Context: an optimization exercise on an open-source flow, tuned for small area, a short achievable clock period and few clock cycles per item. The choices shown serve that exercise and are no tape-out recipe. Function was checked by simulation only, so behaviour that the tests miss may differ from the original.

==> flow/design.v, too long to show whole: its modules and the start of the top module <==
// module srg_mul_cs: 1513 lines
// module srg_recip_cs: 600 lines
// module srg_fix: 267 lines
// module speed_ramp_generator_unit: 384 lines
module speed_ramp_generator_unit
#(
   parameter int TIME_SCALE = srg_pkg::TIME_SCALE_DEFAULT
) (
   input  wire logic                  clock,
   input  wire logic                  reset,
   input  wire logic                  req_tvalid,
   output logic                       req_tready,
   input  wire logic [63:0]           req_tdata,    
   input  wire logic [srg_pkg::CMD_W-1:0]      req_tuser,    
   output logic                       rsp_tvalid,
   input  wire logic                  rsp_tready,
   output logic [srg_pkg::DATA_W-1:0]          rsp_tdata,    
   output logic [3:0]                 rsp_tuser,    
   input  wire logic                  csr_psel,
   input  wire logic                  csr_penable,
   input  wire logic                  csr_pwrite,
   input  wire logic [srg_pkg::CSR_ADDR_W-1:0] csr_paddr,
   input  wire logic [srg_pkg::DATA_W-1:0]     csr_pwdata,
   output logic [srg_pkg::DATA_W-1:0]          csr_prdata,
   output logic                       csr_pready
);
  // ...
==> flow/flow/run.sh <==
#!/bin/bash
set -euo pipefail
bash standard.sh SETUP_SLACK_MARGIN=6 finish > flow_make.log 2>&1
==> flow/standard.sh <==
#!/bin/bash
# synth_recipe.tcl (not shown) runs the flow's synth.tcl, then flattens the netlist and writes it again
# the make line also repeats each setting of config.mk as NAME=value (left out here)
make -C /OpenROAD-flow-scripts/flow DESIGN_CONFIG=/design/flow/config.mk WORK_HOME=/design/flow/orfs CLKGATE_MAP_FILE= SYNTH_SCRIPT=/design/flow/synth_recipe.tcl "${@:-finish}"
==> flow/config.mk <==
export PLATFORM = sky130hd
export DESIGN_NAME = speed_ramp_generator_unit
export DESIGN_NICKNAME = speed_ramp_generator_unit
export VERILOG_FILES = /design/flow/design.v
export SDC_FILE = /design/flow/constraint.sdc
export NUM_CORES = 4
export LEC_CHECK = 0
export CAP_MARGIN = 20
export CORE_MARGIN = 2
export CORE_UTILIZATION = 40
export SLEW_MARGIN = 20
==> flow/constraint.sdc <==
create_clock -name core_clock -period 12.0 [get_ports {clock}]
set_input_delay 2.4000 -clock core_clock [delete_from_list [all_inputs] [get_ports {clock}]]
set_output_delay 2.4000 -clock core_clock [all_outputs]
set_load 0.01 [all_outputs]
==> run notes, run 1 <==
Worst setup path:
- The family with the most delay on the worst path is buffers and inverters.
- STA classifies the critical path startpoint as an input port.
- The start-to-end type of the worst setup path is in2out.
- STA puts the critical path data arrival time at 3.57 ns.
- The worst setup path startpoint is csr_paddr[2].

Clocking:
- The cell chosen for the clock root is sky130_fd_sc_hd__clkbuf_16.
- The number of gates resized after CTS was approximately 250.

Timing:
- The slew at the pin with the worst max-slew slack is 1.11 ns.
- The minimum setup slack in the final design is 6.03 ns.
- The clock tree skew after final layout is between 0.03 and 0.04 ns.
- The final setup violation count is 0.

Final layout:
- The final sequential cell count is roughly 630.
- The area of combinational cells with multiple inputs is 50,800 sq um.
- The count of filler cells inserted in the layout is between 15,000 and 20,000.
- The register with the most flip-flops in the layout has 63 of them.

Route:
- The topmost layer with routed signal wires is met5.
- The via density per instance is 5.72.
- Summing over every cut layer, the via total after detailed routing is 58,500.
- After detailed routing, the met3 layer carries approximately 17,000 um of wire.
- In the final routing, the length of wire on met1 measures between 90,000 and 100,000 um.
- The total wire length is about 240,000 um.

Synthesis:
- The synthesized design devotes to its leading area cell type between 20 and 25% of total area.
- The count of flip-flops with a built-in enable after synthesis is 360.
- In the synthesized netlist, mux cells make up under 10% of the area.

GRT:
- Entering global routing, the biggest net connects between 100 and 150 pins.

Worst hold path:
- The cell depth of the worst hold path is 0.

Run status:
- The run finished with no timing, DRC or antenna violations.

Floorplan:
- The total number of tap cells is between 2,000 and 2,500.
- The number of rows created at floorplan is about 160.
Testbench counts, summed over its fixed seeds: cycles 11,058, items 9,924.
==> module srg_fix, before the edit <==
module srg_fix (
   input  wire logic [19:0] e0,
   input  wire logic [19:0] e1,
   input  wire logic [15:0] plo,
   output logic [1:0]       fix
);
   wire       cin = (5'(e0[3:0]) + 5'(e1[3:0])) > 5'd15;
   wire f0 = plo[14] ^ ~e0[4];
   wire f1 = f0 ^ e0[8];
   wire f2 = (plo[14] & ~e0[4]) | (e0[8] & f0);
   wire f3 = ~e0[10] ^ ~e0[15];
   wire f4 = ~e0[10] & ~e0[15];
   wire f5 = plo[15] ^ ~e0[5];
   wire f6 = f5 ^ e0[9];
   wire f7 = (plo[15] & ~e0[5]) | (e0[9] & f5);
   wire f8 = ~e0[11] ^ ~e0[16];
   wire f9 = f8 ^ ~e0[19];
   wire f10 = (~e0[11] & ~e0[16]) | (~e0[19] & f8);
   wire f11 = ~e1[5] ^ e1[9];
   wire f12 = f11 ^ ~e1[11];
   wire f13 = (~e1[5] & e1[9]) | (~e1[11] & f11);
   wire f14 = plo[4] ^ ~e0[5];
   wire f15 = plo[4] & ~e0[5];
   wire f16 = plo[5] ^ ~e0[6];
   wire f17 = plo[5] & ~e0[6];
   wire f18 = plo[6] ^ ~e0[7];
   wire f19 = plo[6] & ~e0[7];
   wire f20 = plo[7] ^ ~e0[8];
   wire f21 = plo[7] & ~e0[8];
   wire f22 = plo[8] ^ ~e0[4];
   wire f23 = f22 ^ ~e0[9];
   wire f24 = (plo[8] & ~e0[4]) | (~e0[9] & f22);
   wire f25 = plo[9] ^ ~e0[5];
   wire f26 = f25 ^ ~e0[10];
   wire f27 = (plo[9] & ~e0[5]) | (~e0[10] & f25);
   wire f28 = ~e0[13] ^ ~e1[5];
   wire f29 = f28 ^ ~e1[10];
   wire f30 = (~e0[13] & ~e1[5]) | (~e1[10] & f28);
   wire f31 = plo[10] ^ e0[4];
   wire f32 = f31 ^ ~e0[6];
   wire f33 = (plo[10] & e0[4]) | (~e0[6] & f31);
   wire f34 = ~e0[11] ^ ~e0[14];
   wire f35 = f34 ^ e1[4];
   wire f36 = (~e0[11] & ~e0[14]) | (e1[4] & f34);
   wire f37 = ~e1[6] ^ ~e1[11];
   wire f38 = ~e1[6] & ~e1[11];
   wire f39 = plo[11] ^ e0[5];
   wire f40 = f39 ^ ~e0[7];
   wire f41 = (plo[11] & e0[5]) | (~e0[7] & f39);
   wire f42 = ~e0[12] ^ ~e0[15];
   wire f43 = f42 ^ e1[5];
   wire f44 = (~e0[12] & ~e0[15]) | (e1[5] & f42);
   wire f45 = ~e1[7] ^ ~e1[12];
   wire f46 = f45 ^ ~e1[15];
   wire f47 = (~e1[7] & ~e1[12]) | (~e1[15] & f45);
   wire f48 = plo[12] ^ e0[6];
   wire f49 = f48 ^ ~e0[8];
   wire f50 = (plo[12] & e0[6]) | (~e0[8] & f48);
   wire f51 = ~e0[13] ^ ~e0[16];
   wire f52 = f51 ^ e1[6];
   wire f53 = (~e0[13] & ~e0[16]) | (e1[6] & f51);
   wire f54 = ~e1[8] ^ ~e1[13];
   wire f55 = f54 ^ ~e1[16];
   wire f56 = (~e1[8] & ~e1[13]) | (~e1[16] & f54);
   wire f57 = plo[13] ^ e0[7];
   wire f58 = f57 ^ ~e0[9];
   wire f59 = (plo[13] & e0[7]) | (~e0[9] & f57);
   wire f60 = ~e0[14] ^ ~e0[17];
   wire f61 = f60 ^ e1[7];
   wire f62 = (~e0[14] & ~e0[17]) | (e1[7] & f60);
   wire f63 = ~e1[9] ^ ~e1[14];
   wire f64 = f63 ^ ~e1[17];
   wire f65 = (~e1[9] & ~e1[14]) | (~e1[17] & f63);
   wire f66 = ~e0[18] ^ ~e1[4];
   wire f67 = f66 ^ e1[8];
   wire f68 = (~e0[18] & ~e1[4]) | (e1[8] & f66);
   wire f69 = ~e1[10] ^ ~e1[15];
   wire f70 = f69 ^ ~e1[18];
   wire f71 = (~e1[10] & ~e1[15]) | (~e1[18] & f69);
   wire f72 = cin ^ f1;
   wire f73 = f72 ^ f3;
   wire f74 = (cin & f1) | (f3 & f72);
   wire f75 = ~e1[16] ^ ~e1[19];
   wire f76 = f75 ^ cin;
   wire f77 = (~e1[16] & ~e1[19]) | (cin & f75);
   wire f78 = 1'b1 ^ f6;
   wire f79 = f78 ^ f9;
   wire f80 = (1'b1 & f6) | (f9 & f78);
   wire f81 = f12 ^ f2;
   wire f82 = f81 ^ f4;
   wire f83 = (f12 & f2) | (f4 & f81);
   wire f84 = plo[1] ^ ~e0[5];
   wire f85 = plo[1] & ~e0[5];
   wire f86 = plo[2] ^ ~e0[6];
   wire f87 = plo[2] & ~e0[6];
   wire f88 = plo[3] ^ ~e0[4];
   wire f89 = f88 ^ ~e0[7];
   wire f90 = (plo[3] & ~e0[4]) | (~e0[7] & f88);
   wire f91 = ~e0[8] ^ ~e1[5];
   wire f92 = f91 ^ ~e1[8];
   wire f93 = (~e0[8] & ~e1[5]) | (~e1[8] & f91);
   wire f94 = cin ^ 1'b1;
   wire f95 = cin & 1'b1;
   wire f96 = ~e0[9] ^ ~e1[6];
   wire f97 = f96 ^ ~e1[9];
   wire f98 = (~e0[9] & ~e1[6]) | (~e1[9] & f96);
   wire f99 = cin ^ f16;
   wire f100 = f99 ^ f15;
   wire f101 = (cin & f16) | (f15 & f99);
   wire f102 = ~e0[10] ^ ~e1[7];
   wire f103 = f102 ^ ~e1[10];
   wire f104 = (~e0[10] & ~e1[7]) | (~e1[10] & f102);
   wire f105 = cin ^ f18;
   wire f106 = f105 ^ f17;
   wire f107 = (cin & f18) | (f17 & f105);
   wire f108 = ~e0[11] ^ ~e1[8];
   wire f109 = f108 ^ ~e1[11];
   wire f110 = (~e0[11] & ~e1[8]) | (~e1[11] & f108);
   wire f111 = cin ^ f20;
   wire f112 = f111 ^ f19;
   wire f113 = (cin & f20) | (f19 & f111);
   wire f114 = ~e0[12] ^ ~e1[4];
   wire f115 = f114 ^ ~e1[9];
   wire f116 = (~e0[12] & ~e1[4]) | (~e1[9] & f114);
   wire f117 = ~e1[12] ^ f23;
   wire f118 = f117 ^ f21;
   wire f119 = (~e1[12] & f23) | (f21 & f117);
   wire f120 = ~e1[13] ^ cin;
   wire f121 = f120 ^ 1'b1;
   wire f122 = (~e1[13] & cin) | (1'b1 & f120);
   wire f123 = f26 ^ f29;
   wire f124 = f123 ^ f24;
   wire f125 = (f26 & f29) | (f24 & f123);
   wire f126 = ~e1[14] ^ f32;
   wire f127 = f126 ^ f35;
   wire f128 = (~e1[14] & f32) | (f35 & f126);
   wire f129 = f37 ^ f27;
   wire f130 = f129 ^ f30;
   wire f131 = (f37 & f27) | (f30 & f129);
   wire f132 = f40 ^ f43;
   wire f133 = f132 ^ f46;
   wire f134 = (f40 & f43) | (f46 & f132);
   wire f135 = f33 ^ f36;
   wire f136 = f135 ^ f38;
   wire f137 = (f33 & f36) | (f38 & f135);
   wire f138 = f49 ^ f52;
   wire f139 = f138 ^ f55;
   wire f140 = (f49 & f52) | (f55 & f138);
   wire f141 = f41 ^ f44;
   wire f142 = f141 ^ f47;
   wire f143 = (f41 & f44) | (f47 & f141);
   wire f144 = f58 ^ f61;
   wire f145 = f144 ^ f64;
   wire f146 = (f58 & f61) | (f64 & f144);
   wire f147 = f50 ^ f53;
   wire f148 = f147 ^ f56;
   wire f149 = (f50 & f53) | (f56 & f147);
   wire f150 = f67 ^ f70;
   wire f151 = f150 ^ f73;
   wire f152 = (f67 & f70) | (f73 & f150);
   wire f153 = f59 ^ f62;
   wire f154 = f153 ^ f65;
   wire f155 = (f59 & f62) | (f65 & f153);
   wire f156 = f76 ^ f79;
   wire f157 = f156 ^ f82;
   wire f158 = (f76 & f79) | (f82 & f156);
   wire f159 = f68 ^ f71;
   wire f160 = f159 ^ f74;
   wire f161 = (f68 & f71) | (f74 & f159);
   wire f162 = plo[0] ^ ~e0[4];
   wire f163 = plo[0] & ~e0[4];
   wire f164 = ~e1[5] ^ cin;
   wire f165 = f164 ^ 1'b1;
   wire f166 = (~e1[5] & cin) | (1'b1 & f164);
   wire f167 = ~e1[6] ^ cin;
   wire f168 = f167 ^ f86;
   wire f169 = (~e1[6] & cin) | (f86 & f167);
   wire f170 = ~e1[4] ^ ~e1[7];
   wire f171 = f170 ^ f89;
   wire f172 = (~e1[4] & ~e1[7]) | (f89 & f170);
   wire f173 = f14 ^ f92;
   wire f174 = f173 ^ f94;
   wire f175 = (f14 & f92) | (f94 & f173);
   wire f176 = f97 ^ f100;
   wire f177 = f176 ^ f93;
   wire f178 = (f97 & f100) | (f93 & f176);
   wire f179 = f103 ^ f106;
   wire f180 = f179 ^ f98;
   wire f181 = (f103 & f106) | (f98 & f179);
   wire f182 = f109 ^ f112;
   wire f183 = f182 ^ f104;
   wire f184 = (f109 & f112) | (f104 & f182);
   wire f185 = f115 ^ f118;
   wire f186 = f185 ^ f110;
   wire f187 = (f115 & f118) | (f110 & f185);
   wire f188 = f121 ^ f124;
   wire f189 = f188 ^ f116;
   wire f190 = (f121 & f124) | (f116 & f188);
   wire f191 = f127 ^ f130;
   wire f192 = f191 ^ f122;
   wire f193 = (f127 & f130) | (f122 & f191);
   wire f194 = f133 ^ f136;
   wire f195 = f194 ^ f128;
   wire f196 = (f133 & f136) | (f128 & f194);
   wire f197 = f139 ^ f142;
   wire f198 = f197 ^ f134;
   wire f199 = (f139 & f142) | (f134 & f197);
   wire f200 = f145 ^ f148;
   wire f201 = f200 ^ f140;
   wire f202 = (f145 & f148) | (f140 & f200);
   wire f203 = f151 ^ f154;
   wire f204 = f203 ^ f146;
   wire f205 = (f151 & f154) | (f146 & f203);
   wire f206 = f157 ^ f160;
   wire f207 = f206 ^ f152;
   wire f208 = (f157 & f160) | (f152 & f206);
   wire f209 = ~e1[4] ^ cin;
   wire f210 = ~e1[4] & cin;
   wire f211 = f84 ^ f165;
   wire f212 = f211 ^ f163;
   wire f213 = (f84 & f165) | (f163 & f211);
   wire f214 = f85 ^ f168;
   wire f215 = f214 ^ f166;
   wire f216 = (f85 & f168) | (f166 & f214);
   wire f217 = f87 ^ f171;
   wire f218 = f217 ^ f169;
   wire f219 = (f87 & f171) | (f169 & f217);
   wire f220 = f90 ^ f174;
   wire f221 = f220 ^ f172;
   wire f222 = (f90 & f174) | (f172 & f220);
   wire f223 = f95 ^ f177;
   wire f224 = f223 ^ f175;
   wire f225 = (f95 & f177) | (f175 & f223);
   wire f226 = f101 ^ f180;
   wire f227 = f226 ^ f178;
   wire f228 = (f101 & f180) | (f178 & f226);
   wire f229 = f107 ^ f183;
   wire f230 = f229 ^ f181;
   wire f231 = (f107 & f183) | (f181 & f229);
   wire f232 = f113 ^ f186;
   wire f233 = f232 ^ f184;
   wire f234 = (f113 & f186) | (f184 & f232);
   wire f235 = f119 ^ f189;
   wire f236 = f235 ^ f187;
   wire f237 = (f119 & f189) | (f187 & f235);
   wire f238 = f125 ^ f192;
   wire f239 = f238 ^ f190;
   wire f240 = (f125 & f192) | (f190 & f238);
   wire f241 = f131 ^ f195;
   wire f242 = f241 ^ f193;
   wire f243 = (f131 & f195) | (f193 & f241);
   wire f244 = f137 ^ f198;
   wire f245 = f244 ^ f196;
   wire f246 = (f137 & f198) | (f196 & f244);
   wire f247 = f143 ^ f201;
   wire f248 = f247 ^ f199;
   wire f249 = (f143 & f201) | (f199 & f247);
   wire f250 = f149 ^ f204;
   wire f251 = f250 ^ f202;
   wire f252 = (f149 & f204) | (f202 & f250);
   wire f253 = f155 ^ f207;
   wire f254 = f253 ^ f205;
   wire f255 = (f155 & f207) | (f205 & f253);
   wire [15:0] rem = {f254, f251, f248, f245, f242, f239, f236, f233, f230, f227, f224, f221, f218, f215, f212, f162} + {f252, f249, f246, f243, f240, f237, f234, f231, f228, f225, f222, f219, f216, f213, f210, f209};
   assign fix = (rem >= 16'd46875) ? 2'b11 : (rem >= 16'd31250) ? 2'd2 :
                (rem >= 16'd15625) ? 2'd1 : 2'd0;
endmodule
==> module speed_ramp_generator_unit, before the edit <==
module speed_ramp_generator_unit
#(
   parameter int TIME_SCALE = srg_pkg::TIME_SCALE_DEFAULT
) (
   input  wire logic                  clock,
   input  wire logic                  reset,
   input  wire logic                  req_tvalid,
   output logic                       req_tready,
   input  wire logic [63:0]           req_tdata,    
   input  wire logic [srg_pkg::CMD_W-1:0]      req_tuser,    
   output logic                       rsp_tvalid,
   input  wire logic                  rsp_tready,
   output logic [srg_pkg::DATA_W-1:0]          rsp_tdata,    
   output logic [3:0]                 rsp_tuser,    
   input  wire logic                  csr_psel,
   input  wire logic                  csr_penable,
   input  wire logic                  csr_pwrite,
   input  wire logic [srg_pkg::CSR_ADDR_W-1:0] csr_paddr,
   input  wire logic [srg_pkg::DATA_W-1:0]     csr_pwdata,
   output logic [srg_pkg::DATA_W-1:0]          csr_prdata,
   output logic                       csr_pready
);
   localparam logic [1:0] F_IDLE = 2'd0;
   localparam logic [1:0] F_SC   = 2'd1;    
   localparam logic [1:0] F_END  = 2'd2;
   localparam logic [1:0] F_BRK  = 2'd3;
   localparam logic [62:0] CAP_LIM = 63'(64'd1000000 << 33);
   localparam logic [33:0] RECIP = 34'd9007199254;
   logic [DATA_W-1:0] ramp_rate_ff, brake_rate_ff, tolerance_ff;
   logic [1:0]        fmode_ff;
   logic [DATA_W-1:0] start_time_ff;
   logic              stall, hazard, accept, pend;
   logic [2:0]        cmd_in;
   logic [DATA_W-1:0] ts_in, ns_in, elapsed_raw;
   logic              f_apply;
   logic              pb_ff, resolve, pb_apply;
   logic [DATA_W-1:0] pbts_ff, st_eff;
   logic [1:0]        fm_eff;
   logic              s1_v, s2_v, s3_v, s4_v;
   logic              s1_risky, s2_risky, s3_risky, s4_risky;   
   logic [2:0]        s1_cmd, s2_cmd, s3_cmd, s4_cmd;
   logic              s1_late, s2_late, s3_late, s4_late;
   logic              s1_brk, s1_zero;
   logic [30:0]       s1_x;           
   logic              s1_x31, s2_x31, s3_x31;  
   logic [62:0]       s2_ms, s2_mc;   
   logic [37:0]       s3_e0, s3_e1;   
   logic [30:0]       s3_plo;         
   logic              s3_cap, s4_cap;
   logic [33:0]       s4_q;           
   logic [1:0]        s4_fix;         
   logic [MODE_W-1:0] mode_ff;
   logic [DATA_W-1:0] speed_ff, start_speed_ff, goal_ff;
   logic              te_ff;
   logic              rsp_valid_ff;
   logic [MODE_W-1:0] mode_in;
   logic [DATA_W-1:0] speed_in, start_speed_in, goal_in;
   logic              te_in, commit, done;
   assign stall      = rsp_valid_ff && !rsp_tready;
   assign cmd_in     = req_tuser;
   assign ts_in      = req_tdata[31:0];
   assign ns_in      = req_tdata[63:32];
   assign pend       = (s1_v && s1_risky) || (s2_v && s2_risky) || (s3_v && s3_risky) ||
                       (s4_v && s4_risky);
   assign hazard     = pb_ff && pend;
   assign resolve    = pb_ff && !pend;
   assign pb_apply   = resolve && (fmode_ff == F_IDLE);
   assign fm_eff     = pb_apply ? F_SC : fmode_ff;
   assign st_eff     = pb_apply ? pbts_ff : start_time_ff;
   assign req_tready = !stall && !hazard;
   assign accept     = req_tvalid && req_tready;
   assign elapsed_raw = ts_in - st_eff;
   always_comb begin
      unique case (cmd_in)
         CMD_BEGIN:                    f_apply = (fm_eff == F_IDLE);
         CMD_END, CMD_BRAKE, CMD_GOAL: f_apply = (fm_eff == F_SC);
         default:                      f_apply = 1'b0;
      endcase
   end
   always_ff @(posedge clock) begin
      if (reset) begin
         fmode_ff      <= F_IDLE;
         start_time_ff <= '0;
         pb_ff         <= 1'b0;
      end else begin
         if (commit && (s4_cmd == CMD_UPDATE) && done &&
             ((mode_ff == MODE_ENDING) || (mode_ff == MODE_BRAKE))) begin
            fmode_ff <= F_IDLE;
         end else if (accept && f_apply) begin
            unique case (cmd_in)
               CMD_END:   fmode_ff <= F_END;
               CMD_BRAKE: fmode_ff <= F_BRK;
               default:   fmode_ff <= F_SC;
            endcase
         end else begin
            fmode_ff <= fm_eff;
         end
         if (accept && f_apply) begin
            start_time_ff <= ts_in;
         end else begin
            start_time_ff <= st_eff;
         end
         if (accept && (cmd_in == CMD_BEGIN) && fm_eff[1] && pend) begin
            pb_ff <= 1'b1;
         end else if (resolve) begin
            pb_ff <= 1'b0;
         end
      end
   end
   always_ff @(posedge clock) begin
      if (accept) begin
         pbts_ff <= ts_in;
      end
   end
   always_ff @(posedge clock) begin
      if (reset) begin
         s1_v <= 1'b0;
         s2_v <= 1'b0;
         s3_v <= 1'b0;
         s4_v <= 1'b0;
      end else if (!stall) begin
         s1_v <= accept;
         s2_v <= s1_v;
         s3_v <= s2_v;
         s4_v <= s3_v;
      end
   end
   always_ff @(posedge clock) begin
      if (!stall) begin
         s1_cmd   <= cmd_in;
         s1_risky <= (cmd_in == CMD_UPDATE) && fm_eff[1];
         s1_late  <= elapsed_raw[DATA_W-1];
         s1_zero  <= elapsed_raw[DATA_W-1] && (cmd_in != CMD_GOAL);
         s1_brk   <= (fm_eff == F_BRK);
         s1_x31   <= ns_in[31];
         if (cmd_in == CMD_GOAL) begin
            s1_x <= ns_in[30:0];
         end else begin
            s1_x <= elapsed_raw[ELAPSED_W-1:0];    
         end
      end
   end
   logic [DATA_W-1:0] rate_op;
   logic [62:0]       ms, mc;
   always_comb begin
      if (s1_cmd == CMD_GOAL) begin
         rate_op = 32'd1;
      end else begin
         rate_op = s1_brk ? brake_rate_ff : ramp_rate_ff;
      end
   end
   srg_mul_cs u_mul (
      .a(rate_op),
      .b(s1_x & ~{31{s1_zero}}),
      .s(ms),
      .c(mc)
   );
   always_ff @(posedge clock) begin
      if (!stall) begin
         s2_cmd   <= s1_cmd;
         s2_risky <= s1_risky;
         s2_late  <= s1_late;
         s2_x31   <= s1_x31;
         s2_ms    <= ms;
         s2_mc    <= mc;
      end
   end
   logic [62:0] prod;
   logic [37:0] e0, e1;
   assign prod = s2_ms + s2_mc;
   srg_recip_cs u_recip (
      .p(prod[52:19]),
      .s(e0),
      .c(e1)
   );
   always_ff @(posedge clock) begin
      if (!stall) begin
         s3_cmd   <= s2_cmd;
         s3_risky <= s2_risky;
         s3_late  <= s2_late;
         s3_x31   <= s2_x31;
         s3_cap   <= (prod[62:39] >= 24'd15625);
         s3_plo   <= prod[30:0];
         s3_e0    <= e0;
         s3_e1    <= e1;
      end
   end
   logic [37:0] est;
   logic [1:0]  fix;
   assign est = s3_e0 + s3_e1;
   srg_fix u_fix (
      .e0 (s3_e0[19:0]),
      .e1 (s3_e1[19:0]),
      .plo(s3_plo[21:6]),
      .fix(fix)
   );
   always_ff @(posedge clock) begin
      if (!stall) begin
         s4_cmd   <= s3_cmd;
         s4_risky <= s3_risky;
         s4_late  <= s3_late;
         s4_cap   <= s3_cap;
         s4_fix   <= fix;
         s4_q     <= (s3_cmd == CMD_GOAL) ? {2'b00, s3_x31, s3_plo} : est[37:4];
         s4_setss <= s3_setss;
         s4_goal  <= (s3_cmd == CMD_GOAL);
         s4_slope <= s3_slope;
      end
   end
   logic [MODE_W-1:0] m4n;
   logic              m4n_sc, s3_setss, s3_slope, s4_setss, s4_slope, s4_goal;
   always_comb begin
      m4n = mode_ff;
      if (s4_v) begin
         unique case (s4_cmd)
            CMD_BEGIN: if (mode_ff == MODE_IDLE) m4n = MODE_SLOPE;
            CMD_END:   if ((mode_ff == MODE_SLOPE) || (mode_ff == MODE_CONSTANT)) m4n = MODE_ENDING;
            CMD_BRAKE: if ((mode_ff == MODE_SLOPE) || (mode_ff == MODE_CONSTANT)) m4n = MODE_BRAKE;
            CMD_GOAL:  if ((mode_ff == MODE_SLOPE) || (mode_ff == MODE_CONSTANT)) m4n = MODE_SLOPE;
            default: begin
               if ((s4_cmd == CMD_UPDATE) && done &&
                   ((mode_ff == MODE_ENDING) || (mode_ff == MODE_BRAKE))) begin
                  m4n = MODE_IDLE;
               end
            end
         endcase
      end
      m4n_sc = (m4n == MODE_SLOPE) || (m4n == MODE_CONSTANT);
      unique case (s3_cmd)
         CMD_BEGIN: begin
            s3_setss = (m4n == MODE_IDLE);
            s3_slope = (m4n == MODE_IDLE) || (m4n == MODE_SLOPE);
         end
         CMD_END, CMD_BRAKE: begin
            s3_setss = m4n_sc;
            s3_slope = 1'b0;
         end
         CMD_GOAL: begin
            s3_setss = m4n_sc;
            s3_slope = m4n_sc;
         end
         default: begin
            s3_setss = 1'b0;
            s3_slope = (m4n == MODE_SLOPE);
         end
      endcase
   end
   logic [DATA_W-1:0] fix_w;
   logic [DATA_W-1:0] v_up, v_dn;
   logic [35:0] dsel_ff, dsel_n, d_up_n, d_dn_n;
   logic [DATA_W-1:0] d_b;
   logic        up_ff, ramp, up_n, slope_n;
   logic [DATA_W-1:0] ss_n, g_n;
   assign ss_n    = (s4_v && s4_setss) ? speed_ff : start_speed_ff;
   assign g_n     = (s4_v && s4_goal) ? s4_q[DATA_W-1:0] : goal_ff;
   assign slope_n = s4_v ? s4_slope : (mode_ff == MODE_SLOPE);
   assign up_n   = g_n > ss_n;
   assign d_b    = slope_n ? g_n : '0;
   assign d_up_n = 36'(g_n) + {4'hF, ~ss_n} + {4'hF, ~tolerance_ff} + 36'd2;
   assign d_dn_n = 36'(ss_n) + {4'hF, ~d_b} + {4'hF, ~tolerance_ff} + 36'd2;
   assign dsel_n = (slope_n && up_n) ? d_up_n : d_dn_n;
   always_ff @(posedge clock) begin
      dsel_ff <= dsel_n;
      up_ff   <= up_n;
   end
   logic [35:0] x;
   logic        x_pos, x_big;
   assign ramp   = !dsel_ff[35] && (dsel_ff != 36'd0);
   assign x      = 36'(s4_q) - dsel_ff;
   assign x_pos  = !x[35] && (x[34:0] != 35'd0);       
   assign x_big  = !x[35] && (x[34:1] != 34'd0);       
   always_comb begin
      unique case (s4_fix)
         2'b11:   done = x_big;                        
         2'b00:   done = x_pos;                        
         2'b01:   done = !x[35];                       
         default: done = !x[35] || (x == '1);          
      endcase
      done = done || s4_cap;                           
   end
   assign fix_w  = {{30{s4_fix[1] & s4_fix[0]}}, s4_fix};
   assign v_up   = start_speed_ff + s4_q[DATA_W-1:0] + fix_w;
   assign v_dn   = start_speed_ff + ~s4_q[DATA_W-1:0] + ~fix_w + 32'd2;
   assign commit = s4_v && !stall;
   always_comb begin
      mode_in        = mode_ff;
      speed_in       = speed_ff;
      start_speed_in = start_speed_ff;
      goal_in        = goal_ff;
      te_in          = 1'b0;
      unique case (s4_cmd)
         CMD_UPDATE: begin
            if (mode_ff == MODE_SLOPE) begin
               te_in = s4_late;
               if (ramp && !done) begin
                  speed_in = up_ff ? v_up : v_dn;
               end else begin
                  speed_in = goal_ff;
                  mode_in  = MODE_CONSTANT;
               end
            end else if ((mode_ff == MODE_ENDING) || (mode_ff == MODE_BRAKE)) begin
               te_in = s4_late;
               if (done) begin
                  speed_in = '0;
                  mode_in  = MODE_IDLE;
               end else begin
                  speed_in = v_dn;
               end
            end
         end
         CMD_BEGIN: begin
            if (mode_ff == MODE_IDLE) begin
               mode_in        = MODE_SLOPE;
               start_speed_in = speed_ff;
            end
         end
         CMD_END, CMD_BRAKE: begin
            if ((mode_ff == MODE_SLOPE) || (mode_ff == MODE_CONSTANT)) begin
               mode_in        = (s4_cmd == CMD_END) ? MODE_ENDING : MODE_BRAKE;
               start_speed_in = speed_ff;
            end
         end
         CMD_GOAL: begin
            goal_in = s4_q[DATA_W-1:0];
            if ((mode_ff == MODE_SLOPE) || (mode_ff == MODE_CONSTANT)) begin
               mode_in        = MODE_SLOPE;
               start_speed_in = speed_ff;
            end
         end
         default: begin
         end
      endcase
   end
   always_ff @(posedge clock) begin
      if (reset) begin
         mode_ff        <= MODE_IDLE;
         speed_ff       <= '0;
         start_speed_ff <= '0;
         goal_ff        <= '0;
         te_ff          <= 1'b0;
         rsp_valid_ff   <= 1'b0;
      end else begin
         if (commit) begin
            mode_ff        <= mode_in;
            speed_ff       <= speed_in;
            start_speed_ff <= start_speed_in;
            goal_ff        <= goal_in;
            te_ff          <= te_in;
            rsp_valid_ff   <= 1'b1;
         end else if (rsp_tready) begin
            rsp_valid_ff <= 1'b0;
         end
      end
   end
   assign rsp_tvalid = rsp_valid_ff;
   assign rsp_tdata  = speed_ff;
   assign rsp_tuser  = {te_ff, mode_ff};
   logic              csr_write;
   assign csr_pready = 1'b1;
   assign csr_write  = csr_psel && csr_penable && csr_pwrite;
   always_ff @(posedge clock) begin
      if (reset) begin
         ramp_rate_ff  <= '0;
         brake_rate_ff <= '0;
         tolerance_ff  <= '0;
      end else if (csr_write) begin
         unique case (csr_paddr[3:2])
            REG_RAMP_RATE:  ramp_rate_ff  <= csr_pwdata;
            REG_BRAKE_RATE: brake_rate_ff <= csr_pwdata;
            REG_TOLERANCE:  tolerance_ff  <= csr_pwdata;
            default: begin
            end
         endcase
      end
   end
   always_comb begin
      unique case (csr_paddr[3:2])
         REG_RAMP_RATE:  csr_prdata = ramp_rate_ff;
         REG_BRAKE_RATE: csr_prdata = brake_rate_ff;
         REG_TOLERANCE:  csr_prdata = tolerance_ff;
         default:        csr_prdata = '0;
      endcase
   end
endmodule
==> inputs of run 2 (changes only) <==
--- a/flow/design.v
+++ b/flow/design.v
@@ -2144,269 +2144,121 @@
    assign c = {r591, r589, r587, r585, r582, r579, r576, r573, r570, r567, r564, r561, r558, r555, r552, r549, r546, r543, r540, r537, r534, r531, r528, r525, r522, r519, r516, r513, r510, r507, r504, r501, r498, r495, r492, r489, r486, r485};
 endmodule
 module srg_fix (
-   input  wire logic [19:0] e0,
-   input  wire logic [19:0] e1,
+   input  wire logic [15:0] q,
    input  wire logic [15:0] plo,
    output logic [1:0]       fix
 );
-   wire       cin = (5'(e0[3:0]) + 5'(e1[3:0])) > 5'd15;
-   wire f0 = plo[14] ^ ~e0[4];
-   wire f1 = f0 ^ e0[8];
-   wire f2 = (plo[14] & ~e0[4]) | (e0[8] & f0);
-   wire f3 = ~e0[10] ^ ~e0[15];
-   wire f4 = ~e0[10] & ~e0[15];
-   wire f5 = plo[15] ^ ~e0[5];
-   wire f6 = f5 ^ e0[9];
-   wire f7 = (plo[15] & ~e0[5]) | (e0[9] & f5);
-   wire f8 = ~e0[11] ^ ~e0[16];
-   wire f9 = f8 ^ ~e0[19];
-   wire f10 = (~e0[11] & ~e0[16]) | (~e0[19] & f8);
-   wire f11 = ~e1[5] ^ e1[9];
-   wire f12 = f11 ^ ~e1[11];
-   wire f13 = (~e1[5] & e1[9]) | (~e1[11] & f11);
-   wire f14 = plo[4] ^ ~e0[5];
-   wire f15 = plo[4] & ~e0[5];
-   wire f16 = plo[5] ^ ~e0[6];
-   wire f17 = plo[5] & ~e0[6];
-   wire f18 = plo[6] ^ ~e0[7];
-   wire f19 = plo[6] & ~e0[7];
-   wire f20 = plo[7] ^ ~e0[8];
-   wire f21 = plo[7] & ~e0[8];
-   wire f22 = plo[8] ^ ~e0[4];
-   wire f23 = f22 ^ ~e0[9];
-   wire f24 = (plo[8] & ~e0[4]) | (~e0[9] & f22);
-   wire f25 = plo[9] ^ ~e0[5];
-   wire f26 = f25 ^ ~e0[10];
-   wire f27 = (plo[9] & ~e0[5]) | (~e0[10] & f25);
-   wire f28 = ~e0[13] ^ ~e1[5];
-   wire f29 = f28 ^ ~e1[10];
-   wire f30 = (~e0[13] & ~e1[5]) | (~e1[10] & f28);
-   wire f31 = plo[10] ^ e0[4];
-   wire f32 = f31 ^ ~e0[6];
-   wire f33 = (plo[10] & e0[4]) | (~e0[6] & f31);
-   wire f34 = ~e0[11] ^ ~e0[14];
-   wire f35 = f34 ^ e1[4];
-   wire f36 = (~e0[11] & ~e0[14]) | (e1[4] & f34);
-   wire f37 = ~e1[6] ^ ~e1[11];
-   wire f38 = ~e1[6] & ~e1[11];
-   wire f39 = plo[11] ^ e0[5];
-   wire f40 = f39 ^ ~e0[7];
-   wire f41 = (plo[11] & e0[5]) | (~e0[7] & f39);
-   wire f42 = ~e0[12] ^ ~e0[15];
-   wire f43 = f42 ^ e1[5];
-   wire f44 = (~e0[12] & ~e0[15]) | (e1[5] & f42);
-   wire f45 = ~e1[7] ^ ~e1[12];
-   wire f46 = f45 ^ ~e1[15];
-   wire f47 = (~e1[7] & ~e1[12]) | (~e1[15] & f45);
-   wire f48 = plo[12] ^ e0[6];
-   wire f49 = f48 ^ ~e0[8];
-   wire f50 = (plo[12] & e0[6]) | (~e0[8] & f48);
-   wire f51 = ~e0[13] ^ ~e0[16];
-   wire f52 = f51 ^ e1[6];
-   wire f53 = (~e0[13] & ~e0[16]) | (e1[6] & f51);
-   wire f54 = ~e1[8] ^ ~e1[13];
-   wire f55 = f54 ^ ~e1[16];
-   wire f56 = (~e1[8] & ~e1[13]) | (~e1[16] & f54);
-   wire f57 = plo[13] ^ e0[7];
-   wire f58 = f57 ^ ~e0[9];
-   wire f59 = (plo[13] & e0[7]) | (~e0[9] & f57);
-   wire f60 = ~e0[14] ^ ~e0[17];
-   wire f61 = f60 ^ e1[7];
-   wire f62 = (~e0[14] & ~e0[17]) | (e1[7] & f60);
-   wire f63 = ~e1[9] ^ ~e1[14];
-   wire f64 = f63 ^ ~e1[17];
-   wire f65 = (~e1[9] & ~e1[14]) | (~e1[17] & f63);
-   wire f66 = ~e0[18] ^ ~e1[4];
-   wire f67 = f66 ^ e1[8];
-   wire f68 = (~e0[18] & ~e1[4]) | (e1[8] & f66);
-   wire f69 = ~e1[10] ^ ~e1[15];
-   wire f70 = f69 ^ ~e1[18];
-   wire f71 = (~e1[10] & ~e1[15]) | (~e1[18] & f69);
-   wire f72 = cin ^ f1;
-   wire f73 = f72 ^ f3;
-   wire f74 = (cin & f1) | (f3 & f72);
-   wire f75 = ~e1[16] ^ ~e1[19];
-   wire f76 = f75 ^ cin;
-   wire f77 = (~e1[16] & ~e1[19]) | (cin & f75);
-   wire f78 = 1'b1 ^ f6;
-   wire f79 = f78 ^ f9;
-   wire f80 = (1'b1 & f6) | (f9 & f78);
-   wire f81 = f12 ^ f2;
-   wire f82 = f81 ^ f4;
-   wire f83 = (f12 & f2) | (f4 & f81);
-   wire f84 = plo[1] ^ ~e0[5];
-   wire f85 = plo[1] & ~e0[5];
-   wire f86 = plo[2] ^ ~e0[6];
-   wire f87 = plo[2] & ~e0[6];
-   wire f88 = plo[3] ^ ~e0[4];
-   wire f89 = f88 ^ ~e0[7];
-   wire f90 = (plo[3] & ~e0[4]) | (~e0[7] & f88);
-   wire f91 = ~e0[8] ^ ~e1[5];
-   wire f92 = f91 ^ ~e1[8];
-   wire f93 = (~e0[8] & ~e1[5]) | (~e1[8] & f91);
-   wire f94 = cin ^ 1'b1;
-   wire f95 = cin & 1'b1;
-   wire f96 = ~e0[9] ^ ~e1[6];
-   wire f97 = f96 ^ ~e1[9];
-   wire f98 = (~e0[9] & ~e1[6]) | (~e1[9] & f96);
-   wire f99 = cin ^ f16;
-   wire f100 = f99 ^ f15;
-   wire f101 = (cin & f16) | (f15 & f99);
-   wire f102 = ~e0[10] ^ ~e1[7];
-   wire f103 = f102 ^ ~e1[10];
-   wire f104 = (~e0[10] & ~e1[7]) | (~e1[10] & f102);
-   wire f105 = cin ^ f18;
-   wire f106 = f105 ^ f17;
-   wire f107 = (cin & f18) | (f17 & f105);
-   wire f108 = ~e0[11] ^ ~e1[8];
-   wire f109 = f108 ^ ~e1[11];
-   wire f110 = (~e0[11] & ~e1[8]) | (~e1[11] & f108);
-   wire f111 = cin ^ f20;
-   wire f112 = f111 ^ f19;
-   wire f113 = (cin & f20) | (f19 & f111);
-   wire f114 = ~e0[12] ^ ~e1[4];
-   wire f115 = f114 ^ ~e1[9];
-   wire f116 = (~e0[12] & ~e1[4]) | (~e1[9] & f114);
-   wire f117 = ~e1[12] ^ f23;
-   wire f118 = f117 ^ f21;
-   wire f119 = (~e1[12] & f23) | (f21 & f117);
-   wire f120 = ~e1[13] ^ cin;
-   wire f121 = f120 ^ 1'b1;
-   wire f122 = (~e1[13] & cin) | (1'b1 & f120);
-   wire f123 = f26 ^ f29;
-   wire f124 = f123 ^ f24;
-   wire f125 = (f26 & f29) | (f24 & f123);
-   wire f126 = ~e1[14] ^ f32;
-   wire f127 = f126 ^ f35;
-   wire f128 = (~e1[14] & f32) | (f35 & f126);
-   wire f129 = f37 ^ f27;
-   wire f130 = f129 ^ f30;
-   wire f131 = (f37 & f27) | (f30 & f129);
-   wire f132 = f40 ^ f43;
-   wire f133 = f132 ^ f46;
-   wire f134 = (f40 & f43) | (f46 & f132);
-   wire f135 = f33 ^ f36;
-   wire f136 = f135 ^ f38;
-   wire f137 = (f33 & f36) | (f38 & f135);
-   wire f138 = f49 ^ f52;
-   wire f139 = f138 ^ f55;
-   wire f140 = (f49 & f52) | (f55 & f138);
-   wire f141 = f41 ^ f44;
-   wire f142 = f141 ^ f47;
-   wire f143 = (f41 & f44) | (f47 & f141);
-   wire f144 = f58 ^ f61;
-   wire f145 = f144 ^ f64;
-   wire f146 = (f58 & f61) | (f64 & f144);
-   wire f147 = f50 ^ f53;
-   wire f148 = f147 ^ f56;
-   wire f149 = (f50 & f53) | (f56 & f147);
-   wire f150 = f67 ^ f70;
-   wire f151 = f150 ^ f73;
-   wire f152 = (f67 & f70) | (f73 & f150);
-   wire f153 = f59 ^ f62;
-   wire f154 = f153 ^ f65;
-   wire f155 = (f59 & f62) | (f65 & f153);
-   wire f156 = f76 ^ f79;
-   wire f157 = f156 ^ f82;
-   wire f158 = (f76 & f79) | (f82 & f156);
-   wire f159 = f68 ^ f71;
-   wire f160 = f159 ^ f74;
-   wire f161 = (f68 & f71) | (f74 & f159);
-   wire f162 = plo[0] ^ ~e0[4];
-   wire f163 = plo[0] & ~e0[4];
-   wire f164 = ~e1[5] ^ cin;
-   wire f165 = f164 ^ 1'b1;
-   wire f166 = (~e1[5] & cin) | (1'b1 & f164);
-   wire f167 = ~e1[6] ^ cin;
-   wire f168 = f167 ^ f86;
-   wire f169 = (~e1[6] & cin) | (f86 & f167);
-   wire f170 = ~e1[4] ^ ~e1[7];
-   wire f171 = f170 ^ f89;
-   wire f172 = (~e1[4] & ~e1[7]) | (f89 & f170);
-   wire f173 = f14 ^ f92;
-   wire f174 = f173 ^ f94;
-   wire f175 = (f14 & f92) | (f94 & f173);
-   wire f176 = f97 ^ f100;
-   wire f177 = f176 ^ f93;
-   wire f178 = (f97 & f100) | (f93 & f176);
-   wire f179 = f103 ^ f106;
-   wire f180 = f179 ^ f98;
-   wire f181 = (f103 & f106) | (f98 & f179);
-   wire f182 = f109 ^ f112;
-   wire f183 = f182 ^ f104;
-   wire f184 = (f109 & f112) | (f104 & f182);
-   wire f185 = f115 ^ f118;
-   wire f186 = f185 ^ f110;
-   wire f187 = (f115 & f118) | (f110 & f185);
-   wire f188 = f121 ^ f124;
-   wire f189 = f188 ^ f116;
-   wire f190 = (f121 & f124) | (f116 & f188);
-   wire f191 = f127 ^ f130;
-   wire f192 = f191 ^ f122;
-   wire f193 = (f127 & f130) | (f122 & f191);
-   wire f194 = f133 ^ f136;
-   wire f195 = f194 ^ f128;
-   wire f196 = (f133 & f136) | (f128 & f194);
-   wire f197 = f139 ^ f142;
-   wire f198 = f197 ^ f134;
-   wire f199 = (f139 & f142) | (f134 & f197);
-   wire f200 = f145 ^ f148;
-   wire f201 = f200 ^ f140;
-   wire f202 = (f145 & f148) | (f140 & f200);
-   wire f203 = f151 ^ f154;
-   wire f204 = f203 ^ f146;
-   wire f205 = (f151 & f154) | (f146 & f203);
-   wire f206 = f157 ^ f160;
-   wire f207 = f206 ^ f152;
-   wire f208 = (f157 & f160) | (f152 & f206);
-   wire f209 = ~e1[4] ^ cin;
-   wire f210 = ~e1[4] & cin;
-   wire f211 = f84 ^ f165;
-   wire f212 = f211 ^ f163;
-   wire f213 = (f84 & f165) | (f163 & f211);
-   wire f214 = f85 ^ f168;
-   wire f215 = f214 ^ f166;
-   wire f216 = (f85 & f168) | (f166 & f214);
-   wire f217 = f87 ^ f171;
-   wire f218 = f217 ^ f169;
-   wire f219 = (f87 & f171) | (f169 & f217);
-   wire f220 = f90 ^ f174;
-   wire f221 = f220 ^ f172;
-   wire f222 = (f90 & f174) | (f172 & f220);
-   wire f223 = f95 ^ f177;
-   wire f224 = f223 ^ f175;
-   wire f225 = (f95 & f177) | (f175 & f223);
-   wire f226 = f101 ^ f180;
-   wire f227 = f226 ^ f178;
-   wire f228 = (f101 & f180) | (f178 & f226);
-   wire f229 = f107 ^ f183;
-   wire f230 = f229 ^ f181;
-   wire f231 = (f107 & f183) | (f181 & f229);
-   wire f232 = f113 ^ f186;
-   wire f233 = f232 ^ f184;
-   wire f234 = (f113 & f186) | (f184 & f232);
-   wire f235 = f119 ^ f189;
-   wire f236 = f235 ^ f187;
-   wire f237 = (f119 & f189) | (f187 & f235);
-   wire f238 = f125 ^ f192;
-   wire f239 = f238 ^ f190;
-   wire f240 = (f125 & f192) | (f190 & f238);
-   wire f241 = f131 ^ f195;
-   wire f242 = f241 ^ f193;
-   wire f243 = (f131 & f195) | (f193 & f241);
-   wire f244 = f137 ^ f198;
-   wire f245 = f244 ^ f196;
-   wire f246 = (f137 & f198) | (f196 & f244);
-   wire f247 = f143 ^ f201;
-   wire f248 = f247 ^ f199;
-   wire f249 = (f143 & f201) | (f199 & f247);
-   wire f250 = f149 ^ f204;
-   wire f251 = f250 ^ f202;
-   wire f252 = (f149 & f204) | (f202 & f250);
-   wire f253 = f155 ^ f207;
-   wire f254 = f253 ^ f205;
-   wire f255 = (f155 & f207) | (f205 & f253);
-   wire [15:0] rem = {f254, f251, f248, f245, f242, f239, f236, f233, f230, f227, f224, f221, f218, f215, f212, f162} + {f252, f249, f246, f243, f240, f237, f234, f231, f228, f225, f222, f219, f216, f213, f210, f209};
+   wire f0 = plo[14] ^ ~q[0];
+   wire f1 = plo[14] & ~q[0];
+   wire f2 = plo[15] ^ ~q[1];
+   wire f3 = plo[15] & ~q[1];
+   wire f4 = plo[8] ^ ~q[0];
+   wire f5 = plo[8] & ~q[0];
+   wire f6 = plo[9] ^ ~q[1];
+   wire f7 = plo[9] & ~q[1];
+   wire f8 = plo[10] ^ q[0];
+   wire f9 = f8 ^ ~q[2];
+   wire f10 = (plo[10] & q[0]) | (~q[2] & f8);
+   wire f11 = plo[11] ^ q[1];
+   wire f12 = f11 ^ ~q[3];
+   wire f13 = (plo[11] & q[1]) | (~q[3] & f11);
+   wire f14 = plo[12] ^ q[2];
+   wire f15 = f14 ^ ~q[4];
+   wire f16 = (plo[12] & q[2]) | (~q[4] & f14);
+   wire f17 = plo[13] ^ q[3];
+   wire f18 = f17 ^ ~q[5];
+   wire f19 = (plo[13] & q[3]) | (~q[5] & f17);
+   wire f20 = q[4] ^ ~q[6];
+   wire f21 = f20 ^ ~q[11];
+   wire f22 = (q[4] & ~q[6]) | (~q[11] & f20);
+   wire f23 = ~q[14] ^ 1'b1;
+   wire f24 = ~q[14] & 1'b1;
+   wire f25 = q[5] ^ ~q[7];
+   wire f26 = f25 ^ ~q[12];
+   wire f27 = (q[5] & ~q[7]) | (~q[12] & f25);
+   wire f28 = ~q[15] ^ f2;
+   wire f29 = f28 ^ f1;
+   wire f30 = (~q[15] & f2) | (f1 & f28);
+   wire f31 = plo[3] ^ ~q[0];
+   wire f32 = plo[3] & ~q[0];
+   wire f33 = plo[4] ^ ~q[1];
+   wire f34 = plo[4] & ~q[1];
+   wire f35 = plo[5] ^ ~q[2];
+   wire f36 = plo[5] & ~q[2];
+   wire f37 = plo[6] ^ ~q[3];
+   wire f38 = plo[6] & ~q[3];
+   wire f39 = plo[7] ^ ~q[4];
+   wire f40 = plo[7] & ~q[4];
+   wire f41 = ~q[5] ^ ~q[8];
+   wire f42 = f41 ^ 1'b1;
+   wire f43 = (~q[5] & ~q[8]) | (1'b1 & f41);
+   wire f44 = ~q[6] ^ ~q[9];
+   wire f45 = f44 ^ f6;
+   wire f46 = (~q[6] & ~q[9]) | (f6 & f44);
+   wire f47 = ~q[7] ^ ~q[10];
+   wire f48 = f47 ^ f9;
+   wire f49 = (~q[7] & ~q[10]) | (f9 & f47);
+   wire f50 = ~q[8] ^ ~q[11];
+   wire f51 = f50 ^ f12;
+   wire f52 = (~q[8] & ~q[11]) | (f12 & f50);
+   wire f53 = ~q[9] ^ ~q[12];
+   wire f54 = f53 ^ f15;
+   wire f55 = (~q[9] & ~q[12]) | (f15 & f53);
+   wire f56 = ~q[10] ^ ~q[13];
+   wire f57 = f56 ^ f18;
+   wire f58 = (~q[10] & ~q[13]) | (f18 & f56);
+   wire f59 = f0 ^ f21;
+   wire f60 = f59 ^ f23;
+   wire f61 = (f0 & f21) | (f23 & f59);
+   wire f62 = f26 ^ f29;
+   wire f63 = f62 ^ f22;
+   wire f64 = (f26 & f29) | (f22 & f62);
+   wire f65 = plo[0] ^ ~q[0];
+   wire f66 = plo[0] & ~q[0];
+   wire f67 = plo[1] ^ ~q[1];
+   wire f68 = plo[1] & ~q[1];
+   wire f69 = plo[2] ^ ~q[2];
+   wire f70 = plo[2] & ~q[2];
+   wire f71 = ~q[3] ^ 1'b1;
+   wire f72 = f71 ^ f31;
+   wire f73 = (~q[3] & 1'b1) | (f31 & f71);
+   wire f74 = ~q[4] ^ f33;
+   wire f75 = f74 ^ f32;
+   wire f76 = (~q[4] & f33) | (f32 & f74);
+   wire f77 = ~q[5] ^ f35;
+   wire f78 = f77 ^ f34;
+   wire f79 = (~q[5] & f35) | (f34 & f77);
+   wire f80 = ~q[6] ^ f37;
+   wire f81 = f80 ^ f36;
+   wire f82 = (~q[6] & f37) | (f36 & f80);
+   wire f83 = ~q[7] ^ f39;
+   wire f84 = f83 ^ f38;
+   wire f85 = (~q[7] & f39) | (f38 & f83);
+   wire f86 = f4 ^ f42;
+   wire f87 = f86 ^ f40;
+   wire f88 = (f4 & f42) | (f40 & f86);
+   wire f89 = f5 ^ f45;
+   wire f90 = f89 ^ f43;
+   wire f91 = (f5 & f45) | (f43 & f89);
+   wire f92 = f7 ^ f48;
+   wire f93 = f92 ^ f46;
+   wire f94 = (f7 & f48) | (f46 & f92);
+   wire f95 = f10 ^ f51;
+   wire f96 = f95 ^ f49;
+   wire f97 = (f10 & f51) | (f49 & f95);
+   wire f98 = f13 ^ f54;
+   wire f99 = f98 ^ f52;
+   wire f100 = (f13 & f54) | (f52 & f98);
+   wire f101 = f16 ^ f57;
+   wire f102 = f101 ^ f55;
+   wire f103 = (f16 & f57) | (f55 & f101);
+   wire f104 = f19 ^ f60;
+   wire f105 = f104 ^ f58;
+   wire f106 = (f19 & f60) | (f58 & f104);
+   wire f107 = f24 ^ f63;
+   wire f108 = f107 ^ f61;
+   wire f109 = (f24 & f63) | (f61 & f107);
+   wire [15:0] rem = {f108, f105, f102, f99, f96, f93, f90, f87, f84, f81, f78, f75, f72, f69, f67, 1'b1} + {f106, f103, f100, f97, f94, f91, f88, f85, f82, f79, f76, f73, f70, f68, f66, f65};
    assign fix = (rem >= 16'd46875) ? 2'b11 : (rem >= 16'd31250) ? 2'd2 :
                 (rem >= 16'd15625) ? 2'd1 : 2'd0;
 endmodule
@@ -2604,8 +2456,7 @@
    logic [1:0]  fix;
    assign est = s3_e0 + s3_e1;
    srg_fix u_fix (
-      .e0 (s3_e0[19:0]),
-      .e1 (s3_e1[19:0]),
+      .q  (est[19:4]),
       .plo(s3_plo[21:6]),
       .fix(fix)
    );
@@ -2661,10 +2512,11 @@
       endcase
    end
    logic [DATA_W-1:0] fix_w;
-   logic [DATA_W-1:0] v_up, v_dn;
+   logic [DATA_W-1:0] v_sum;
+   logic              v_add;
    logic [35:0] dsel_ff, dsel_n, d_up_n, d_dn_n;
    logic [DATA_W-1:0] d_b;
-   logic        up_ff, ramp, up_n, slope_n;
+   logic        ramp, up_n, slope_n;
    logic [DATA_W-1:0] ss_n, g_n;
    assign ss_n    = (s4_v && s4_setss) ? speed_ff : start_speed_ff;
    assign g_n     = (s4_v && s4_goal) ? s4_q[DATA_W-1:0] : goal_ff;
@@ -2676,7 +2528,7 @@
    assign dsel_n = (slope_n && up_n) ? d_up_n : d_dn_n;
    always_ff @(posedge clock) begin
       dsel_ff <= dsel_n;
-      up_ff   <= up_n;
+      v_add   <= slope_n && up_n;
    end
    logic [35:0] x;
    logic        x_pos, x_big;
@@ -2694,8 +2546,8 @@
       done = done || s4_cap;                           
    end
    assign fix_w  = {{30{s4_fix[1] & s4_fix[0]}}, s4_fix};
-   assign v_up   = start_speed_ff + s4_q[DATA_W-1:0] + fix_w;
-   assign v_dn   = start_speed_ff + ~s4_q[DATA_W-1:0] + ~fix_w + 32'd2;
+   assign v_sum  = start_speed_ff + (s4_q[DATA_W-1:0] ^ {32{!v_add}}) + (fix_w ^ {32{!v_add}}) +
+                   (v_add ? 32'd0 : 32'd2);
    assign commit = s4_v && !stall;
    always_comb begin
       mode_in        = mode_ff;
@@ -2708,7 +2560,7 @@
             if (mode_ff == MODE_SLOPE) begin
                te_in = s4_late;
                if (ramp && !done) begin
-                  speed_in = up_ff ? v_up : v_dn;
+                  speed_in = v_sum;
                end else begin
                   speed_in = goal_ff;
                   mode_in  = MODE_CONSTANT;
@@ -2719,7 +2571,7 @@
                   speed_in = '0;
                   mode_in  = MODE_IDLE;
                end else begin
-                  speed_in = v_dn;
+                  speed_in = v_sum;
                end
             end
          end
==> run 2 against run 1 <==
  * Still clean
  * Routed wire length is 6.4% lower
  * Synthesized cell count is 8.9% lower
  * Count of clock-buffer cells in the layout is 8 higher
  * Sequential share of layout area is 1.3 points higher
  * Critical path depth is 12 higher
  * Setup slack worse by 0.30 ns
  * Utilization is 0.18 points higher
  * First-iteration DRC count is 6.2% lower
  * Worst hold slack worse by 0.013 ns
  * Synthesized area is 6.6% lower
  * Critical endpoint is now s3_e0[6]
  * Largest cell class unchanged
  * Highest routed layer unchanged
==> run notes, run 2 <==
Run status:
- The run finished with no timing, DRC or antenna violations.

Synthesis:
- The synthesized instance count is between 7,000 and 8,000.
- The area of the mapped netlist is 67,000 sq um.
- The cell type with the largest total area after synthesis is sky130_fd_sc_hd__fa_1.
- The most common cell in the netlist is sky130_fd_sc_hd__inv_1.
- The top cell type's share of synthesized area is 20.9% (-0.77 points).
- Sorting the synthesized cells by how often they occur yields sky130_fd_sc_hd__inv_1, sky130_fd_sc_hd__fa_1, sky130_fd_sc_hd__nand2_1.
- The mux contribution to synthesized area came to 3.21% (-0.23 points).
- In the synthesized netlist the async set-or-reset flop fraction comes to 0%.
- The synthesized flop and latch total is approximately 630.
- The synthesized area per cell is 9.44 sq um.
- The count of flip-flops with a built-in enable after synthesis is 360 (unchanged).
- The synthesized netlist devotes approximately 29% of its cell area to adder and majority cells.
- The proportion of synthesized chip area in sequential cells is between 20 and 25%.
- The post-synthesis net count is 8,350.
- After Yosys synthesis, XOR and XNOR cells account for just over 10% of the synthesized area.
- For this run, the number of Yosys warnings is 1.
- The synthesized netlist devotes around 16% of its cell area to compound gates.
- Sorting the synthesized cells by area gives the leading types as sky130_fd_sc_hd__fa_1, sky130_fd_sc_hd__edfxtp_1, sky130_fd_sc_hd__ha_1, sky130_fd_sc_hd__dfxtp_1, sky130_fd_sc_hd__xor2_1.
- The count of different cell masters after synthesis is 86.
- The combinational family with the most area after synthesis is adder cells.
- After Yosys synthesis, and, or, nand and nor cells account for a little under a tenth of the synthesized area.
- The most used flip-flop cell after synthesis is sky130_fd_sc_hd__edfxtp_1.

Timing:
- The final setup violation count was 0 (unchanged).
- Setup repair after global routing could not meet its margin everywhere.
- The worst hold slack across all endpoints is around 0.40 ns.
- The post-route fraction of the period consumed by the critical path is 52.2%.
- The slew at the pin with the worst max-slew slack is 1.23 ns (+0.119 ns).
- The minimum period implied by the final worst setup slack is between 6 and 7 ns.
- The clock tree skew after final layout is 0.0668 ns (+0.0348 ns).
- The total negative slack for setup checks is 0 ns.
- The max-slew headroom at the worst pin is 17.7%.
- The count of final max-slew check failures was 0.
- The final hold violation count is 0.
- The achievable frequency is 160 MHz.

Final layout:
- The net count of the finished layout is ~8,400.
- The largest registers in the layout are s2_ms: 63 flops, s2_mc: 62 flops, s3_e1: 38 flops.
- The library cells used most frequently in the layout, excluding fill and tap cells, are sky130_fd_sc_hd__inv_1, sky130_fd_sc_hd__fa_1, sky130_fd_sc_hd__nand2_1.
- After the flow finishes, the layout carries non-filler instances totaling around 9,400.
- The share of post-route cells with drive strength above 1 is 9.22%.
- The register name with the most flops is s2_ms.
- Leaving out fill and tap cells, the most frequent cell in the layout is sky130_fd_sc_hd__inv_1.
- Compared with the post-synthesis result, the final layout area differs by 12.5%.
- The count of filler cells inserted in the layout was 15,900 (-6.4%).
- The number of flip-flops in the largest register came to 63 (unchanged).

Worst setup path:
- At the worst endpoint, the required time is 12.41 ns.
- The critical path data arrival time is 6.67 ns (+3.10 ns).
- The critical path in this run is classified as reg2reg.
- STA classifies the critical path endpoint as a flop.
- Along the worst path, the maximum fanout reaches 3.
- The register-to-register setup slack is between 5 and 6 ns.
- The worst setup path is launched from a flop.

GRT:
- In this run the most used layer during global routing was met2.
- The total track usage is between 20% and 30%.
- The met2 track utilization from global routing is a little over two fifths.
- The total grt overflow is 0.
- The initial antenna violation count came to 7.
- The number of global-route vias before repair is approximately 55,000.
- The first global-routing pass estimated around 340,000 um of wire.
- In the global route stage, met3 resource usage came out at 4.73%.
- The pin count of the biggest net entering global routing is 163 (+20%).
- The met1 global-route usage is between 30% and 40%.

Clocking:
- The clock reaches the later pin of the worst-skew pair after between 0.7 and 0.8 ns.
- The deepest level of the CTS H-tree is 3.
- The cell chosen for the clock root is sky130_fd_sc_hd__clkbuf_16.
- TritonCTS built the clock tree.
- Clock-pin slew was measured on the worst setup and hold paths at ~0.06 ns.
- The number of sinks on the clock net is 633.
- The number of clock buffers added by TritonCTS is 79.
- The clock passes through at most 3 buffers.

Route:
- The total wire length is 224,000 um (-6.4%).
- After detailed routing, the average wire length per cell comes to ~24 um.
- After detailed routing, the number of remaining DRC violations is 0.
- The length of the first detailed-routing pass in iterations is 6.
- The violation count after the first detailed-route iteration is ~4,700.
- The via density per instance is 5.75 (+0.56%).
- The total vias in the final route came to 54,000 (-7.7%).
- In this run the remaining antenna-violating nets after routing total 0.

Place:
- The cell count after placement is a little over 9,000.
- At the end of routability-driven placement, the weighted congestion stood at around 0.93.
- The HPWL after detailed placement is between 150,000 and 200,000 um.
- Buffers placed on the I/O ports in this run total between 150 and 200.

Floorplan:
- Pin placement for this block handled 181 I/O pins.
- Once the floorplan was initialized, standard cells occupied approximately 40% of the core.
- The core region is between 150,000 and 200,000 sq um.
- The horizontal die dimension is between 400 and 500 um.
- Measured along the y axis, the die boundary spans just over 400 um.
- The number of rows created at floorplan is 150 (-3.2%).
- The area enclosed by the die boundary is approximately 170,000 sq um.

Worst hold path:
- The path class of the tightest hold or removal check is reg2reg.

Flow run:
- The tool flagged a number of max-cap violations equal to 0.
==> run 2: cell types whose count changed after synthesis, sizes merged, moves of 39 or more <==
| cell | delta |
|---|---|
| nand2 | -40 |
| o21ai | -65 |
| xnor2 | +39 |
| a21oi | -46 |
| fa | -77 |
| inv | -224 |
==> run 2: path summary, 6_finish.rpt <==
check / from / to / cells past startpoint
worst max register to register: s2_ms[11] / s3_e0[6] / 21
worst max-delay path: s2_ms[11] / s3_e0[6] / 21
worst min-delay path: s3_late / s4_late / 0
worst min register to register: s3_late / s4_late / 0
==> run 2: cells by family (layout without fill, tap and decap cells) <==
| family | count (synthesis) | count (layout) |
|---|---|---|
| compound gates | 1600 | 1600 |
| simple gates | 1414 | 1415 |
| buf+inv | 1318 | 1411 |
| fa+ha+maj | 1147 | 1147 |
| xor+xnor | 770 | 770 |
| flops | 633 | 633 |
| mux | 210 | 210 |
| other cells | 1 | 3 |
==> run 2: final cells by class <==
class | count | area, sq um | area share (%)
timing repair buffer | 374 | 3370 | 4.48
multi-input combinational | 5143 | 46800 | 62.1
clock inverter | 38 | 509 | 0.676
antenna | 2 | 5.00 | 0.00664
clock buffer | 107 | 2220 | 2.95
sequential | 633 | 16300 | 21.6
inverter | 892 | 3380 | 4.48
tap | 2204 | 2760 | 3.66
==> run 2: metrics by stage <==
stage,area (sq um),worst slack (ns),utilization (%)
final,75400,5.73,45.2
after floorplan,67100,5.87,-
after global placement,71300,4.57,42.8
after detailed placement,71300,4.60,42.8
after global routing,75400,5.55,45.2
after CTS,74700,5.76,44.8
==> run 2: layer usage <==
| layer | up-vias | wire (um) |
|---|---|---|
| met5 | - | 13 |
| met4 | 2 | 11500 |
| met3 | 721 | 18400 |
| met2 | 2480 | 104000 |
| met1 | 26700 | 91000 |
| li1 | 24100 | - |
==> run 2: critical path: stages, from the launching register on <==
cell,delay [ns]
sky130_fd_sc_hd__edfxtp_1,0.42
sky130_fd_sc_hd__ha_4,0.27
sky130_fd_sc_hd__a21o_1,0.17
sky130_fd_sc_hd__a21o_1,0.15
sky130_fd_sc_hd__a221o_1,0.38
sky130_fd_sc_hd__a21oi_4,0.17
sky130_fd_sc_hd__o221ai_2,0.13
sky130_fd_sc_hd__a21o_1,0.17
sky130_fd_sc_hd__a21o_1,0.18
sky130_fd_sc_hd__a21oi_2,0.13
sky130_fd_sc_hd__o21bai_2,0.09
sky130_fd_sc_hd__a221o_1,0.37
sky130_fd_sc_hd__a221o_1,0.35
sky130_fd_sc_hd__a21o_1,0.17
sky130_fd_sc_hd__a21o_4,0.22
sky130_fd_sc_hd__xor2_4,0.22
sky130_fd_sc_hd__fa_1,0.47
sky130_fd_sc_hd__fa_1,0.51
sky130_fd_sc_hd__fa_1,0.44
sky130_fd_sc_hd__fa_1,0.51
sky130_fd_sc_hd__inv_1,0.05
sky130_fd_sc_hd__fa_2,0.41
==> run 2: what timing repair did <==
item / in CTS / in global routing
pin swaps: 36 / 42
endpoints found under the setup margin: 114 / 124
cloned: 1 / 6
hold buffers: 0 / 0
gates resized for setup: 175 / 140
hold endpoints to repair: 0 / 0
buffers inserted: 30 / 32
Testbench counts of run 2, summed over its fixed seeds: cycles 11,058, items 9,924.

-- what the ideal ports hide --
In the flow no input, the clock included, has a driving cell. The finished layouts below were timed again as built, in two steps.
Step 1 (the two cells are an assumption about what drives the block):
set clk [get_ports {clock}]
set_driving_cell -lib_cell sky130_fd_sc_hd__clkbuf_16 $clk
set_driving_cell -lib_cell sky130_fd_sc_hd__buf_2 [delete_from_list [all_inputs] $clk]
Step 2 also shifts input and output timing later by t, the mid clock arrival at the registers, as if the neighbouring blocks saw the same clock.
Slacks: ideal / step 1 / step 2; pairs: ideal / step 1.
run	t, ns	slack for setup (ns)	worst hold slack (ns)	worst setup path after step 2
run 1	0.770	6.029 / 6.010 / 5.433	0.417 / 0.417 / 0.417	input to register
run 2	0.762	5.733 / 5.733 / 5.440	0.404 / 0.404 / 0.404	input to register
After both steps every run listed still meets setup and hold. The setup slack of run 1, which loses most, moves by -0.019 ns with the drivers and by -0.596 ns with both steps.
